From an optimization exercise on the open Yosys and OpenROAD flow, aimed at a short achievable clock period and few clock cycles; shortcuts taken in it are not production practice. Only simulation tests tie the RTL to the original design; equivalence was not proved. No activity file was given, so power comes from the tool's default toggle rates.

Design riscv_pipe_top, start of the top module:
module riscv_pipe_top (
    input  logic                clk,
    input  logic                rst,
    output logic [32-1:0] imem_addr,
    input  logic [32-1:0] imem_data,
    output logic [32-1:0] dmem_addr,
    output logic                dmem_read,
    output logic                dmem_write,
    output logic [32-1:0] dmem_wdata,
    input  logic [32-1:0] dmem_rdata
);
    localparam int BTB_IDX = 5;            
    localparam int BTB_TAG = 4;
    localparam int BTB_TGT = 12;           
    localparam int BTB_N   = 1 << BTB_IDX;
    localparam logic [6:0] OPC_OP     = 7'b0110011;
    localparam logic [6:0] OPC_OP_IMM = 7'b0010011;
    localparam logic [6:0] OPC_LOAD   = 7'b0000011;
    localparam logic [6:0] OPC_STORE  = 7'b0100011;
    localparam logic [6:0] OPC_BRANCH = 7'b1100011;
    localparam logic [6:0] OPC_LUI    = 7'b0110111;
    logic [31:0]        pc;
    logic [31:0]        pc_next;
    logic [31:0]        pc_out;           
    logic               if_id_valid;
    logic [31:0]        if_id_inst;
    logic [31:0]        if_id_pc;
    logic               if_id_pred;       
    logic [31:1]        if_id_ptgt;       
    logic               if_id_hit;        
    logic [1:0]         if_id_cnt;
    logic               id_ex_we;
    logic [4:0]         id_ex_rd;
    logic               id_ex_load;
    logic               id_ex_store;
  ...
export LEC_CHECK = 0
export ABC_CLOCK_PERIOD_IN_PS = 3000
export CAP_MARGIN = 20
export CELL_PAD_IN_SITES_DETAIL_PLACEMENT = 1
export CELL_PAD_IN_SITES_GLOBAL_PLACEMENT = 1
export CORE_MARGIN = 2
export CORE_UTILIZATION = 45
export SLEW_MARGIN = 20
export TNS_END_PERCENT = 100
create_clock -name core_clock -period 11.0 [get_ports {clk}]
standard.sh (not shown) runs the stock make flow with config.mk's settings and CLKGATE_MAP_FILE= SYNTH_SCRIPT=/design/flow/synth_recipe.tcl, a recipe that flattens the netlist after the stock synthesis.
==> flow/flow/run.sh <==
#!/bin/bash
# The standard layout (standard.sh, unchanged synthesis), with repair_timing
# told to keep setup slack well above zero so the achieved period shrinks.
# The make run's full output (every ORFS step's tool output) goes to standard_flow.log;
# each step's own log is also under orfs/logs/.
set -uo pipefail
bash standard.sh SETUP_SLACK_MARGIN=7.5 finish > standard_flow.log 2>&1
The baseline went through all stages and came out clean.
Testbench counts at the start, summed over its fixed seeds: cycles 101,844.
Next try:
Settings changed: CELL_PAD_IN_SITES_DETAIL_PLACEMENT 1 to 2, CELL_PAD_IN_SITES_GLOBAL_PLACEMENT 1 to 2, CORE_UTILIZATION 45 to 30.
After rerunning: The new run finished with timing, DRC and antenna clean. Cell count rose by roughly a tenth. Sequential cell count does not change. Final area rose by a few percent. Wire length rose by roughly a tenth. Utilization fell by 17 points. Total power rose by a few percent. Critical path depth fell by 1. Die area rose by well over a third. Synthesized cell count does not change.

* * *

riscv_pipe_top, a different RTL version from the one above (not shown whole).
Size in the first run: roughly 8,900 cells after synthesis, about 2,100 flip-flops.
// riscv_pipe_top
module riscv_pipe_top (
    input  logic                clk,
    input  logic                rst,
    output logic [32-1:0] imem_addr,
    input  logic [32-1:0] imem_data,
    output logic [32-1:0] dmem_addr,
    output logic                dmem_read,
    output logic                dmem_write,
    output logic [32-1:0] dmem_wdata,
    input  logic [32-1:0] dmem_rdata
);
clock: 11.0 ns
lec_check: 0
abc_clock_period_in_ps: 3000
cap_margin: 20
cell_pad_in_sites_detail_placement: 2
cell_pad_in_sites_global_placement: 2
core_margin: 2
core_utilization: 30
slew_margin: 20
tns_end_percent: 100
==> flow/flow/run.sh <==
#!/bin/bash
# The standard layout (standard.sh, unchanged synthesis), with repair_timing
# told to keep setup slack well above zero so the achieved period shrinks.
# The make run's full output (every ORFS step's tool output) goes to standard_flow.log;
# each step's own log is also under orfs/logs/.
set -uo pipefail
bash standard.sh SETUP_SLACK_MARGIN=8.0 finish > standard_flow.log 2>&1
Testbench counts at the start, summed over its fixed seeds: cycles 101,589.
==> next run, changes <==
--- a/flow/flow/run.sh
+++ b/flow/flow/run.sh
@@ -7 +7 @@
-bash standard.sh SETUP_SLACK_MARGIN=8.0 finish > standard_flow.log 2>&1
+bash standard.sh SETUP_SLACK_MARGIN=7.5 finish > standard_flow.log 2>&1
Outcome: The new run produced a clean layout. Power decreases slightly. Fmax increases by a few percent. Wire length decreases by a few percent. Final area decreases by a few percent. Via count decreases by a few percent. Sequential share of layout area increases by 2.0 points. Hold slack hardly moves.
==> next run, changes <==
--- a/flow/flow/run.sh
+++ b/flow/flow/run.sh
@@ -7 +7 @@
-bash standard.sh SETUP_SLACK_MARGIN=7.5 finish > standard_flow.log 2>&1
+bash standard.sh SETUP_SLACK_MARGIN=6.7 finish > standard_flow.log 2>&1
Settings changed: TNS_END_PERCENT 100 to 10.
=> Global-route usage falls by 0.96 points. Critical path depth rises by 2. Count of clock-buffer cells in the layout rises by 33. Clock power rises by a few percent. Die area does not change. Design area falls by a few percent.
==> next run, changes <==
--- a/flow/flow/run.sh
+++ b/flow/flow/run.sh
@@ -7 +7 @@
-bash standard.sh SETUP_SLACK_MARGIN=6.7 finish > standard_flow.log 2>&1
+bash standard.sh SETUP_SLACK_MARGIN=7.0 finish > standard_flow.log 2>&1
Settings changed: TNS_END_PERCENT 10 to 5.
Die area stays the same.
Count of clock-buffer cells in the layout stays the same.
Routed wire length grows by 3.8%.
Cell count grows by 1.7%.
Critical path depth shrinks by 1.
Final area grows by about 3.6%.

[afterwards: timing with drivers on the ports]
In the flow no input, the clock included, has a driving cell. The finished layouts below were timed again as built, in two steps. Step 1 assumes that a clkbuf_16 drives the clock port and a buf_2 every other input. Step 2 also shifts input and output timing later by t, the mid clock arrival at the registers, as if the neighbouring blocks saw the same clock. a / b / c = no drivers / after step 1 / after step 2; a / b = the first two.
| run | t, ns | slack for setup (ns) | worst setup path after step 2 |
|---|---|---|---|
| the first run of note 1 | 1.010 | 6.116 / 6.137 / 5.156 | input to register |
| the second run of note 1 | 1.042 | 6.098 / 6.148 / 5.107 | input to register |
| the first run of note 2 | 1.046 | 6.278 / 6.278 / 5.441 | input to register |
| the second run of note 2 | 1.040 | 6.421 / 6.433 / 5.421 | input to register |
| the third run of note 2 | 1.010 | 6.451 / 6.446 / 5.474 | input to register |
| the fourth run of note 2 | 1.015 | 6.526 / 6.532 / 5.552 | input to register |
After both steps every run listed still meets setup and hold. The setup slack of the second run of note 2, which loses most, moves by +0.012 ns with the drivers and by -1.000 ns with both steps.
